Source: an optimization exercise on an open RTL-to-GDS flow (aim: small area). Production flows keep margins and buffers that such runs may drop. The RTL was checked by simulation tests, not by an equivalence proof against the original design. Power and IR drop assume default switching activity.

$ cat config.mk
export PLATFORM = sky130hd
export DESIGN_NAME = qspi_memory_slave
export DESIGN_NICKNAME = qspi_memory_slave
export VERILOG_FILES = /design/flow/design.v
export SDC_FILE = /design/flow/constraint.sdc
export NUM_CORES = 4
export LEC_CHECK = 0
export CAP_MARGIN = 20
export CORE_MARGIN = 2
export CORE_UTILIZATION = 40
export SLEW_MARGIN = 20
$ cat design.v
module qspi_memory_slave (
    input  logic        CLK,
    input  logic        RST,
    input  logic        SS,
    input  logic        SCLK,
    input  logic [1:0]  QD_READ,
    output logic [1:0]  QD_WRITE,
    output logic [1:0]  QD_WRITE_ENABLE,
    output logic        XFER_DONE,
    output logic [15:0] BYTE_COUNT,
    output logic        CMD_ERR
);
    localparam logic [7:0] CMD_WRITE = 8'h02;
    localparam logic [7:0] CMD_READ  = 8'h03;
    typedef enum logic [2:0] {
        S_IDLE,
        S_CMD,
        S_ADDR,
        S_RD_DATA,
        S_WR_DATA,
        S_REJECT
    } state_t;
    state_t state, state_nxt;
    logic [1:0] ss_sync, sclk_sync;
    logic       ss_prev, sclk_prev;
    logic [1:0] qd_d1, qd_d2;
    logic       ss_rise, ss_fall, sclk_rise, sclk_fall;
    logic [5:0] rx_shift;
    logic [7:0] rx_byte;
    logic       rx_done;
    logic [1:0] bit_cnt, fall_cnt;
    logic       addr_cnt;
    logic [7:0] addr, addr_inc;
    logic       is_write;
    logic       oe;
    logic [31:0][63:0] ring;
    logic [4:0]        ph;
    logic [7:0]        wbuf;
    logic              pend, ins, wr_fire;
    logic [3:0][1:0] cand0;
    logic [1:0]      cap1, cap2, cap3;
    always_ff @(posedge CLK) begin
        ss_sync   <= {ss_sync[0], SS};
        sclk_sync <= {sclk_sync[0], SCLK};
        ss_prev   <= ss_sync[1];
        sclk_prev <= sclk_sync[1];
        qd_d1     <= QD_READ;
        qd_d2     <= qd_d1;
    end
    assign ss_rise   = ss_sync[1] & ~ss_prev;
    assign ss_fall   = ~ss_sync[1] & ss_prev;
    assign sclk_rise = sclk_sync[1] & ~sclk_prev & ~ss_rise;
    assign sclk_fall = ~sclk_sync[1] & sclk_prev & ~ss_rise;
    assign rx_byte  = {rx_shift, qd_d2};
    assign rx_done  = sclk_rise && (bit_cnt == 2'd3);
    assign addr_inc = addr + 8'd1;
    assign wr_fire  = RST && (state == S_WR_DATA) && rx_done;
    assign QD_WRITE_ENABLE = {2{oe}};
    always_ff @(posedge CLK) begin
        if (!RST) state <= S_IDLE;
        else      state <= state_nxt;
    end
    always_comb begin
        state_nxt = state;
        if (ss_rise) begin
            state_nxt = S_IDLE;
        end else begin
            case (state)
                S_IDLE: if (ss_fall) state_nxt = S_CMD;
                S_CMD: begin
                    if (rx_done)
                        state_nxt = (rx_byte == CMD_WRITE || rx_byte == CMD_READ) ? S_ADDR : S_REJECT;
                end
                S_ADDR: begin
                    if (rx_done && addr_cnt) state_nxt = is_write ? S_WR_DATA : S_RD_DATA;
                end
                default: ;
            endcase
        end
    end
    always_ff @(posedge CLK) ph <= ph + 5'd1;
    assign ins = pend && (5'(addr[7:3] + ph) == 5'd31);
    always_ff @(posedge CLK) begin
        for (int i = 0; i < 32; i++) begin
            ring[i] <= {ring[i][61:0],
                        (ins && addr[2:0] == 3'(i)) ? wbuf[7 - 2 * (i / 8) -: 2] : ring[i][63:62]};
        end
    end
    always_ff @(posedge CLK) begin
        if (wr_fire) wbuf <= rx_byte;
        pend <= wr_fire || (pend && !ins);
    end
    logic [7:0] t0, t1, t2;
    logic [5:0] h0;
    logic [4:0] j0, j1, j2, j3;
    assign t0 = (fall_cnt != 2'd0) ? addr_inc : addr;
    assign t1 = fall_cnt[1] ? addr_inc : addr;
    assign t2 = (fall_cnt == 2'd3) ? addr_inc : addr;
    assign h0 = (state == S_ADDR) ? rx_shift : t0[7:2];
    assign j0 = h0[5:1] + ph;
    assign j1 = t1[7:3] + ph;
    assign j2 = t2[7:3] + ph;
    assign j3 = addr[7:3] + ph;
    always_ff @(posedge CLK) begin
        if (j0[2:0] == 3'd0) begin
            for (int c = 0; c < 4; c++) cand0[c] <= ring[{2'd0, h0[0], 2'(c)}][{j0[4:3], 4'd0} +: 2];
        end
        if (j1[2:0] == 3'd0) cap1 <= ring[{2'd1, t1[2:0]}][{j1[4:3], 4'd0} +: 2];
        if (j2[3:0] == 4'd0) cap2 <= ring[{2'd2, t2[2:0]}][{j2[4], 5'd0} +: 2];
        if (j3[3:0] == 4'd0) cap3 <= ring[{2'd3, addr[2:0]}][{j3[4], 5'd0} +: 2];
    end
    always_ff @(posedge CLK) begin
        if (sclk_rise) rx_shift <= rx_byte[5:0];
        if (ss_rise || ss_fall) begin
            bit_cnt  <= 2'd0;
            fall_cnt <= 2'd0;
        end else begin
            if (sclk_rise) bit_cnt <= bit_cnt + 2'd1;
            if (sclk_fall && state == S_RD_DATA) fall_cnt <= fall_cnt + 2'd1;
        end
        if (ss_fall) addr_cnt <= 1'b0;
        else if (rx_done && state == S_ADDR) addr_cnt <= 1'b1;
        if (rx_done && state == S_CMD) is_write <= (rx_byte == CMD_WRITE);
        if (ins) addr <= addr_inc;
        else if (rx_done && state == S_ADDR) addr <= rx_byte;
        else if (sclk_fall && state == S_RD_DATA && fall_cnt == 2'd3) addr <= addr_inc;
        if (sclk_fall && state == S_RD_DATA) begin
            case (fall_cnt)
                2'd0: QD_WRITE <= cand0[addr[1:0]];
                2'd1: QD_WRITE <= cap1;
                2'd2: QD_WRITE <= cap2;
                default: QD_WRITE <= cap3;
            endcase
        end
        if (!RST || ss_rise) QD_WRITE <= 2'd0;
    end
    always_ff @(posedge CLK) begin
        if (!RST) begin
            oe         <= 1'b0;
            XFER_DONE  <= 1'b0;
            BYTE_COUNT <= '0;
            CMD_ERR    <= 1'b0;
        end else begin
            XFER_DONE <= 1'b0;
            if (ss_rise) begin
                oe        <= 1'b0;
                XFER_DONE <= (state == S_RD_DATA) || (state == S_WR_DATA);
            end else if (state == S_IDLE) begin
                if (ss_fall) BYTE_COUNT <= '0;
            end else begin
                if (rx_done) begin
                    if (state == S_CMD && rx_byte != CMD_WRITE && rx_byte != CMD_READ) CMD_ERR <= 1'b1;
                    if ((state == S_WR_DATA || state == S_RD_DATA) && BYTE_COUNT != 16'hFFFF)
                        BYTE_COUNT <= BYTE_COUNT + 16'd1;
                end
                if (sclk_fall && state == S_RD_DATA) oe <= 1'b1;
            end
        end
    end
endmodule
$ cat run.sh
#!/bin/bash
# synth_recipe.tcl (not shown) runs the flow's synth.tcl, then flattens the netlist and writes it again
# the make line also repeats each setting of config.mk as NAME=value (left out here)
make -C /OpenROAD-flow-scripts/flow DESIGN_CONFIG=/design/flow/config.mk WORK_HOME=/design/flow/orfs CLKGATE_MAP_FILE= SYNTH_SCRIPT=/design/flow/synth_recipe.tcl finish
$ cat constraint.sdc
create_clock -name core_clock -period 8.0 [get_ports {CLK}]
set_input_delay 1.6000 -clock core_clock [delete_from_list [all_inputs] [get_ports {CLK}]]
set_output_delay 1.6000 -clock core_clock [all_outputs]
set_load 0.01 [all_outputs]
==> flow_metrics.tcl <==
set metrics [dict create \
    status "timing/DRC/antenna clean" \
    fp-row-count 127 \
    synth.most_common_cell "dfxtp_1" \
    postCtsSetupRepairBufs 0 \
    ir_drop_mv 0.195 \
    postCtsHoldBufs 0 \
    finalSetupViolations 0 \
    path_class "reg -> reg" \
    grt_use_total_pct 11.5 \
    io_pins 28 \
    synthAdderAreaFrac_pct 1.00 \
    maxSlewHeadroom_pct 35.8 \
    die_w_um 350 \
    path_buf_inv 0 \
    yosys.area_share.simple_pct 2.51 \
    cpMaxStageDelayCell "a211oi_4" \
    ys_seq_area_share_pct 89.6 \
    portBuffers 27 \
    ys_seq_elements 2130 \
    ant_nets 0 \
    numCtsBuffers 182 \
    synth-xor-area-share_pct 0.991 \
    p_leak_nw 22.2 \
    worst_pin_slew_ps 961 \
    cts_sinks 2130 \
    grt_pass1_wl_um 107000 \
    hpwlAfterDp_um 41700 \
    crit_arrival_ps 4750 \
    synth_nets 2817 \
    path_max_fanout 28 \
    hp-class "reg -> reg" \
    cap_violations 0 \
    tns_ps 0 \
    synth-compound-area-share_pct 1.86 \
    yosysUniqueCellTypes 66 \
    synth_top_area_share_pct 87.3 \
    cp-end-kind "flop" \
    avgViaCountPerCell 4.02 \
    nFillCells 10200 \
    avgSynthCellArea_um2 17.3 \
    rsz0062_at_grt "false" \
    synth_top_family_by_area "multiplexers" \
    period_needed_ps 4160 \
    synth_area_leaders "dfxtp_1 (87%), edfxtp_1 (2.3%), mux2_2 (1.8%), mux4_2 (1.1%), ha_1 (0.83%)" \
    required_ps 8590 \
    synth_common_cells "dfxtp_1 (2093), mux2_2 (77), nand3_1 (62)" \
    totalWireLength_um 69200 \
    layout.nets 3002 \
    setup.worst_path.start_class "flop" \
    drtIter0Drc 949 \
    syn_area_um2 48000 \
    dr.pass1.iters 5 \
    yosysWarnings 1 \
    routabilityCongestion 0.835 \
    core-area_um2 119000 \
    drc 0 \
    post-route-period-util_pct 52.0 \
    htree_levels 4 \
    synth.largest_area_cell "dfxtp_1" \
    grt_pass1_vias 18700 \
    die_height_um 350 \
    fmax_mhz 240 \
    synth_ff_type "dfxtp_1" \
    area_growth_pct 17.4 \
    synth_edf_count 37 \
    clk_pin_slew_ps 70 \
    antenna_found_initial 6 \
    grt_overflow 0 \
    postCtsResizedCells 0 \
    wl_per_cell_um 14.7 \
    cts-root-buf "clkbuf_16" \
    cts_tree "yes" \
    synthArstFlopShare_pct 0 \
    finClkSkew_ps 40.2 \
    drv_slew 0 \
    grt_max_degree 35 \
    via_count 19000 \
    fin_hold_ws_ps 291 \
    crit_path_frequent_cell "nand3_1" \
    dieArea_um2 123000 \
    start_util_pct 40.2 \
    synth.mux.area_fraction_pct 3.45 \
    hold_viol 0 \
    cts.path.max_buffers 3 \
    drive_above_1_share_pct 13.4 \
    insertion_delay_ps 770 \
    max_stage_delay_ps 800 \
    path_delay_family "simple AND/OR/NAND/NOR gates" \
    crit_chain "nand3_1 > nor2_1 > nand2_1 > xnor2_1 > ha_1 > nor2b_1 > o21a_1 > a211oi_4 > o21ai_0 > nand3_1 > a41oi_1 > nor4_1" \
    syn_inst 2775 \
    pwr_density_cell_nw_per_um2 344 \
]
## stage by stage
| step | area [µm²] | utilization (%) | setup WS [ps] | power [mW] | std cells |
|---|---|---|---|---|---|
| after floorplan | 48000 | - | 4250 | 10.9 | 2775 |
| after global placement | 50200 | 42.0 | 4020 | 10.9 | 4388 |
| after detailed placement | 50200 | 42.0 | 3890 | 10.9 | 4388 |
| after CTS | 56300 | 47.2 | 3890 | 19.6 | 4721 |
| after global routing | 56300 | 47.2 | 3510 | 20.0 | 4721 |
| final | 56400 | 47.2 | 3840 | 19.4 | 4725 |
## logic make-up (layout without fill, tap and decap cells)
family / count (synthesis) / count (layout)
xor+xnor: 51 / 51
fa+ha+maj: 36 / 36
mux: 119 / 119
flops: 2130 / 2130
compound gates: 138 / 138
buf+inv: 59 / 393
other cells: 0 / 4
simple gates: 242 / 242
## path summary, 6_finish.rpt
path / slack [ps] / depth (start not counted) / startpoint / to
min reg2reg: 290 / 0 / ring[963] / ring[965]
min: 290 / 0 / ring[963] / ring[965]
max reg2reg: 3840 / 12 / addr[1] / cap1[1]
max: 3840 / 12 / addr[1] / cap1[1]
## per-layer routing
metal  up-vias  GRT usage (%)  wire (µm)
met3       137           2.88       3040
met2       323           16.2      28300
met4         0           4.83       1930
li1       9458              -          -
met1      9092           16.7      35900
met5         -              0          0
## final cells by class
cell class,instances,area [µm²],area share (%)
inverter,22,82.6,0.147
multi-input combinational,586,4740,8.42
clock inverter,63,802,1.42
tap,1612,2020,3.58
timing repair buffer,38,353,0.626
clock buffer,270,5340,9.48
antenna,4,10.0,0.0178
sequential,2130,43000,76.3
## power by group
part | leakage [nW] | internal, mW | switching (mW)
Sequential | 17.2 | 10.6 | 0.00609
Clock | 3.01 | 5.02 | 3.69
Combinational | 2.05 | 0.00693 | 0.0110
Total | 22.2 | 15.7 | 3.70
## state kept, by name, indices dropped and copies added, names as in the netlist, 3 cells and up
register,count
addr,8
ring,2048
state,3
ph,5
BYTE_COUNT,16
cand0,8
rx_shift,6
wbuf,8
## placed cells by master (no fill, tap or decap), types with 26 or more instances in the layout
cell                n
clkbuf_1           47
clkbuf_16         186
clkbuf_8           37
clkdlybuf4s50_1    27
clkinv_2           26
dfxtp_1          2093
edfxtp_1           37
ha_1               32
mux2_2             77
nand2_1            49
nand3_1            62
nor2_1             45
o21ai_0            49
xnor2_1            28
## worst register-to-register path, stage by stage, from the launching register on
cell	delay (ps)
edfxtp_1	690
nand3_1	390
nor2_1	340
nand2_1	130
xnor2_1	160
ha_1	320
nor2b_1	150
o21a_1	220
a211oi_4	800
o21ai_0	220
nand3_1	130
a41oi_1	140
nor4_1	300

afterwards: timing with drivers on the ports:
The flow's constraints put no driver on any port. The routed layout listed below was extracted and timed again, unchanged, in two steps.
Step 1 sets driving cells, clkbuf_16 on the clock port and buf_2 on the other inputs (assumed; they add their load-dependent delay and slew).
Step 2, shift: input delay + t, output delay - t, t = (earliest + latest rising clock arrival at the registers) / 2. This alone moves slack from input paths to output paths.
a / b / c = ideal ports / drivers / drivers and shift; a / b = the first two.
shift t [ns]: 0.815
setup WS [ns]: 3.839 / 3.839 / 3.839
slew at the worst register clock pin (ns): 0.07 / 0.07
pins driven straight from the clock port: 1
After both steps setup and hold are still met in this run. For this run, drivers alone change the setup slack by 0.000 ns; drivers and shift together by 0.000 ns.
